From an optimization exercise on the open Yosys and OpenROAD flow, aimed at small area, a short achievable clock period and few clock cycles; shortcuts taken in it are not production practice. At most, simulation tests tie the RTL to the original design; equivalence was not proved. Power and IR drop assume default switching activity.

==> flow/design.v <==
`timescale 1ns/10ps
package feeder_pkg;
    typedef logic [15:0]  word_t;
    typedef logic [255:0] half_line_t;
    typedef logic [511:0] line_t;
    typedef logic [31:0]  dram_addr_t;
    typedef logic [14:0]  len_t;
    typedef logic [7:0]   cmd_t;
    localparam int LINE_BYTES     = 64;
    localparam int WORDS_PER_LINE = 32;
    localparam cmd_t CMD_WRITE_INPUT  = 8'd9;
    localparam cmd_t CMD_WRITE_WEIGHT = 8'd10;
    typedef enum logic [1:0] {
        REQ_IDLE,
        REQ_WAIT_FIFO,
        REQ_SEND
    } req_state_t;
    typedef enum logic [1:0] {
        FEED_IDLE,
        FEED_WAIT_DATA,
        FEED_ISSUE,
        FEED_POP
    } feed_state_t;
endpackage
`timescale 1ns/10ps
package mmio_map_pkg;
    typedef logic [31:0] bus_addr_t;
    typedef logic [31:0] bus_data_t;
    localparam bus_addr_t RD_ADDR_REG      = 32'hC400_2024;
    localparam bus_addr_t RD_LEN_REG       = 32'hC400_2028;
    localparam bus_addr_t RD_START_REG     = 32'hC400_2030;
    localparam bus_addr_t SRAM_IDX_CLR_REG = 32'hC400_2034;
    localparam bus_addr_t DATA_TYPE_REG    = 32'hC400_2038;
    localparam bus_addr_t BUSY_REG         = 32'hC400_0020;
endpackage
`timescale 1ns/10ps
module data_feeder_top (
    input  logic                    clk_i,
    input  logic                    rst_i,
    input  logic                    dev_strobe_i,
    input  mmio_map_pkg::bus_addr_t dev_addr_i,
    input  mmio_map_pkg::bus_data_t dev_wdata_i,
    output logic                    dev_ready_o,
    output mmio_map_pkg::bus_data_t dev_rdata_o,
    input  logic                    fifo_addr_full_i,
    output logic                    dram_addr_valid_o,
    output feeder_pkg::dram_addr_t  dram_addr_o,
    input  logic                    fifo_data_empty_i,
    input  feeder_pkg::half_line_t  dram_rdata_h_i,
    input  feeder_pkg::half_line_t  dram_rdata_l_i,
    output logic                    fifo_data_rd_en_o,
    output logic                    acc_cmd_valid_o,
    output feeder_pkg::cmd_t        acc_cmd_o,
    output feeder_pkg::word_t       acc_word_o,
    output feeder_pkg::len_t        acc_index_o
);
    logic wr_addr, wr_len, wr_start, wr_clr, wr_type;
    assign wr_addr  = dev_strobe_i && (dev_addr_i == mmio_map_pkg::RD_ADDR_REG);
    assign wr_len   = dev_strobe_i && (dev_addr_i == mmio_map_pkg::RD_LEN_REG);
    assign wr_start = dev_strobe_i && (dev_addr_i == mmio_map_pkg::RD_START_REG);
    assign wr_clr   = dev_strobe_i && (dev_addr_i == mmio_map_pkg::SRAM_IDX_CLR_REG);
    assign wr_type  = dev_strobe_i && (dev_addr_i == mmio_map_pkg::DATA_TYPE_REG);
    logic [31:1] addr_q;         
    logic [14:0] len_q;
    logic        type_q;
    logic        ntype_q;        
    logic        ready_q;
    logic        busy_q;
    logic        busy;
    always_ff @(posedge clk_i) begin
        if (wr_addr) addr_q <= dev_wdata_i[31:1];
    end
    always_ff @(posedge clk_i) begin
        if (rst_i) begin
            len_q   <= '0;
            type_q  <= 1'b0;
            ntype_q <= 1'b1;
        end else begin
            if (wr_len)  len_q  <= dev_wdata_i[14:0];
            if (wr_type) begin
                type_q  <= dev_wdata_i[0];
                ntype_q <= !dev_wdata_i[0];
            end
        end
    end
    always_ff @(posedge clk_i) begin
        ready_q <= dev_strobe_i;
        busy_q  <= busy;
    end
    assign dev_ready_o = ready_q;
    assign dev_rdata_o = {31'b0, busy_q};
    logic        req_go_q;       
    logic        req_first_q;    
    logic        req_more;       
    logic        req_vld_q;
    logic [5:1]  req_lo_q;       
    logic [25:0] req_line_q;     
    logic [9:0]  req_left_q;     
    logic        req_plus_q;     
    logic        req_minus_q;    
    logic        req_rest;       
    logic [4:0]  gen, prop;      
    logic        carry5;         
    logic        sum_zero;       
    logic [2:0]  outst_q;        
    logic        pop_q;          
    logic        req_take;
    logic        idle_q;         
    assign gen  = addr_q[5:1] & len_q[4:0];
    assign prop = addr_q[5:1] | len_q[4:0];
    assign carry5   = gen[4] | (prop[4] & gen[3]) | (&prop[4:3] & gen[2]) |
                      (&prop[4:2] & gen[1]) | (&prop[4:1] & gen[0]);
    assign sum_zero = !(addr_q[1] ^ len_q[0]) &&
                      ((addr_q[5:2] ^ len_q[4:1]) == prop[3:0]);
    assign req_rest  = req_plus_q || (req_left_q != {9'b0, req_minus_q});
    assign req_more  = req_first_q || (req_go_q && req_rest);
    assign req_take  = req_more && !fifo_addr_full_i && ((outst_q + 3'(req_vld_q)) < 3'd4);
    always_ff @(posedge clk_i) begin
        if (rst_i) begin
            req_go_q    <= 1'b0;
            req_first_q <= 1'b0;
            req_vld_q   <= 1'b0;
            outst_q     <= '0;
        end else begin
            if (wr_start) begin
                req_go_q    <= 1'b1;
                req_first_q <= fifo_addr_full_i;
                req_vld_q   <= !fifo_addr_full_i;
            end else begin
                if (!req_first_q && !req_rest) req_go_q <= 1'b0;
                if (req_take) req_first_q <= 1'b0;
                req_vld_q <= req_take;
            end
            outst_q <= outst_q + 3'(req_vld_q) - 3'(pop_q);
        end
    end
    always_ff @(posedge clk_i) begin
        if (!req_go_q) begin
            req_left_q  <= len_q[14:5];
            req_plus_q  <= carry5 && !sum_zero;
            req_minus_q <= (addr_q[5:1] == 5'd0) && (len_q[4:0] == 5'd0);
        end else if (req_take && !req_first_q) begin
            if (req_plus_q) begin
                req_plus_q <= 1'b0;
            end else begin
                req_left_q <= req_left_q - 10'd1;
            end
        end
    end
    always_ff @(posedge clk_i) begin
        idle_q <= !busy && !wr_start;
    end
    always_ff @(posedge clk_i) begin
        if (idle_q) begin
            req_line_q  <= addr_q[31:6];
            req_lo_q    <= addr_q[5:1];
        end else if (req_vld_q) begin
            req_line_q  <= req_line_q + 26'd1;
            req_lo_q    <= '0;
        end
    end
    assign dram_addr_valid_o = req_vld_q;
    assign dram_addr_o       = {req_line_q, req_lo_q, 1'b0};
    logic [3:0]  sel_hi_q;
    logic [7:0]  sel_lo_q;
    logic [3:0]  sel_hi_nx;      
    logic [7:0]  sel_lo_nx;
    logic [4:0]  cnt_q;
    logic        known_q;        
    logic        popdue_q;       
    logic        last_line;
    logic        line_last;
    logic        ll_take;
    logic        take;
    logic        cmd_vld_q;
    logic [15:0] quarter [4];
    logic [15:0] word_sel;
    logic [15:0] word_q;
    logic [14:0] idx_q;
    logic [15:0] words [32];
    always_comb begin
        for (int p = 0; p < 8; p++) begin
            words[2*p]      = dram_rdata_l_i[224-32*p +: 16];
            words[2*p+1]    = dram_rdata_l_i[240-32*p +: 16];
            words[16+2*p]   = dram_rdata_h_i[224-32*p +: 16];
            words[16+2*p+1] = dram_rdata_h_i[240-32*p +: 16];
        end
    end
    always_comb begin
        for (int g = 0; g < 4; g++) begin
            quarter[g] = '0;
            for (int k = 0; k < 8; k++) begin
                quarter[g] = quarter[g] | (words[8*g+k] & {16{sel_lo_q[k]}});
            end
        end
        word_sel = '0;
        for (int g = 0; g < 4; g++) begin
            word_sel = word_sel | (quarter[g] & {16{sel_hi_q[g]}});
        end
    end
    assign sel_lo_nx = {sel_lo_q[6:0], sel_lo_q[7]};
    assign sel_hi_nx = sel_lo_q[7] ? {sel_hi_q[2:0], sel_hi_q[3]} : sel_hi_q;
    assign last_line = !req_more && !req_vld_q && (outst_q == 3'd1);
    assign line_last = (sel_hi_q[3] && sel_lo_q[7]) || (last_line && (cnt_q == 5'd1));
    assign ll_take   = (sel_hi_q[3] && sel_lo_q[6]) || (last_line && (cnt_q == 5'd2));
    assign take      = !popdue_q && !fifo_data_empty_i;
    assign busy      = req_more || req_vld_q || (outst_q != '0) || popdue_q;
    always_ff @(posedge clk_i) begin
        if (rst_i) begin
            known_q   <= 1'b0;
            popdue_q  <= 1'b0;
            pop_q     <= 1'b0;
            cmd_vld_q <= 1'b0;
        end else begin
            known_q   <= !fifo_data_empty_i && !pop_q;
            popdue_q  <= take && line_last && !known_q;
            pop_q     <= take && !pop_q && ((line_last && !known_q) || ll_take);
            cmd_vld_q <= take;
        end
    end
    always_ff @(posedge clk_i) begin
        if (idle_q) begin
            sel_hi_q <= 4'b0001 << addr_q[5:4];
            sel_lo_q <= 8'b0000_0001 << addr_q[3:1];
            cnt_q    <= len_q[4:0];
        end else if (take) begin
            sel_hi_q <= sel_hi_nx;
            sel_lo_q <= sel_lo_nx;
            cnt_q    <= cnt_q - 5'd1;
        end
    end
    always_ff @(posedge clk_i) begin
        word_q <= word_sel;
    end
    always_ff @(posedge clk_i) begin
        if (rst_i || wr_clr) begin
            idx_q <= '0;
        end else if (cmd_vld_q) begin
            idx_q <= idx_q + 15'd1;
        end
    end
    assign fifo_data_rd_en_o = pop_q;
    assign acc_cmd_valid_o   = cmd_vld_q;
    assign acc_cmd_o         = {4'b0000, 1'b1, 1'b0, type_q, ntype_q};
    assign acc_word_o        = word_q;
    assign acc_index_o       = idx_q;
endmodule
Settings: LEC_CHECK=0, CAP_MARGIN=20, CORE_AREA=4 4 156 156, DIE_AREA=0 0 160 160, SETUP_SLACK_MARGIN=1.8, SLEW_MARGIN=20; clock period 4.0 ns.
standard.sh (not shown) runs the stock make flow with config.mk's settings and CLKGATE_MAP_FILE= SYNTH_SCRIPT=/design/flow/synth_recipe.tcl, a recipe that flattens the netlist after the stock synthesis.
==> flow/flow/run.sh <==
#!/bin/bash
# The standard ORFS layout, with two changes to how it is made:
#  - the port buffers are the smallest buffer cell instead of the one
#    buffer_ports picks on its own;
#  - pins may sit one routing track apart, so that the die can be small.
set -uo pipefail
bash standard.sh \
  "BUFFER_PORTS_ARGS=-buffer_cell sky130_fd_sc_hd__buf_1" \
  "PLACE_PINS_ARGS=-min_distance 1 -min_distance_in_tracks" \
  finish > standard.log 2>&1
Next try:
--- a/flow/design.v
+++ b/flow/design.v
@@ -97,9 +97,11 @@
     logic [25:0] req_line_q;     
     logic [9:0]  req_left_q;     
     logic        req_plus_q;     
     logic        req_minus_q;    
-    logic        req_rest;       
+    logic        req_rest_q;     
+    logic        plus_new;
+    logic        minus_new;
     logic [4:0]  gen, prop;      
     logic        carry5;         
     logic        sum_zero;       
     logic [2:0]  outst_q;        
@@ -111,10 +113,11 @@
     assign carry5   = gen[4] | (prop[4] & gen[3]) | (&prop[4:3] & gen[2]) |
                       (&prop[4:2] & gen[1]) | (&prop[4:1] & gen[0]);
     assign sum_zero = !(addr_q[1] ^ len_q[0]) &&
                       ((addr_q[5:2] ^ len_q[4:1]) == prop[3:0]);
-    assign req_rest  = req_plus_q || (req_left_q != {9'b0, req_minus_q});
-    assign req_more  = req_first_q || (req_go_q && req_rest);
+    assign plus_new  = carry5 && !sum_zero;
+    assign minus_new = (addr_q[5:1] == 5'd0) && (len_q[4:0] == 5'd0);
+    assign req_more  = req_first_q || (req_go_q && req_rest_q);
     assign req_take  = req_more && !fifo_addr_full_i && ((outst_q + 3'(req_vld_q)) < 3'd4);
     always_ff @(posedge clk_i) begin
         if (rst_i) begin
             req_go_q    <= 1'b0;
@@ -126,9 +129,9 @@
                 req_go_q    <= 1'b1;
                 req_first_q <= fifo_addr_full_i;
                 req_vld_q   <= !fifo_addr_full_i;
             end else begin
-                if (!req_first_q && !req_rest) req_go_q <= 1'b0;
+                if (!req_first_q && !req_rest_q) req_go_q <= 1'b0;
                 if (req_take) req_first_q <= 1'b0;
                 req_vld_q <= req_take;
             end
             outst_q <= outst_q + 3'(req_vld_q) - 3'(pop_q);
@@ -136,15 +139,18 @@
     end
     always_ff @(posedge clk_i) begin
         if (!req_go_q) begin
             req_left_q  <= len_q[14:5];
-            req_plus_q  <= carry5 && !sum_zero;
-            req_minus_q <= (addr_q[5:1] == 5'd0) && (len_q[4:0] == 5'd0);
+            req_plus_q  <= plus_new;
+            req_minus_q <= minus_new;
+            req_rest_q  <= plus_new || (len_q[14:5] != {9'b0, minus_new});
         end else if (req_take && !req_first_q) begin
             if (req_plus_q) begin
                 req_plus_q <= 1'b0;
+                req_rest_q <= req_left_q != {9'b0, req_minus_q};
             end else begin
                 req_left_q <= req_left_q - 10'd1;
+                req_rest_q <= req_left_q != (req_minus_q ? 10'd2 : 10'd1);
             end
         end
     end
     always_ff @(posedge clk_i) begin
Power falls by 0.41%.
Worst hold slack degrades by 0.016 ns.
Final cell count falls by 0.30%.
Cell area falls by 1.1%.
First-iteration DRC count falls by about 19%.
Testbench counts after the change, summed over its fixed seeds: cycles 132,330.
Only the layout flow was run in the first run of this note; the RTL was not checked for function there.

==> re-timing with driven ports <==
No port has a modelled driver above. Below, the same layouts with a new extraction and two added sets of constraints.
Step 1 (the two cells are an assumption about what drives the block):
set clk [get_ports {clk_i}]
set_driving_cell -lib_cell sky130_fd_sc_hd__clkbuf_16 $clk
set_driving_cell -lib_cell sky130_fd_sc_hd__buf_2 [delete_from_list [all_inputs] $clk]
Step 2 adds t to the input delays and takes it off the output delays; t is the mean of the earliest and latest rising clock arrival at the registers after step 1. Input paths then give back, and output paths get back, about the clock's delay inside the block.
Slacks: ideal ports / drivers / drivers and shift; pairs: ideal ports / drivers.
run	t (ns)	setup WS [ns]	worst setup path at the end	latest minus earliest clock arrival (ns)
the first run	0.474	1.894 / 1.894 / 1.490	input to register	0.013 / 0.013
the second run	0.468	1.869 / 1.869 / 1.453	input to register	0.011 / 0.010
After both steps every run listed still meets setup and hold. The setup slack of the second run, which loses most, moves by 0.000 ns with the drivers and by -0.416 ns with both steps.
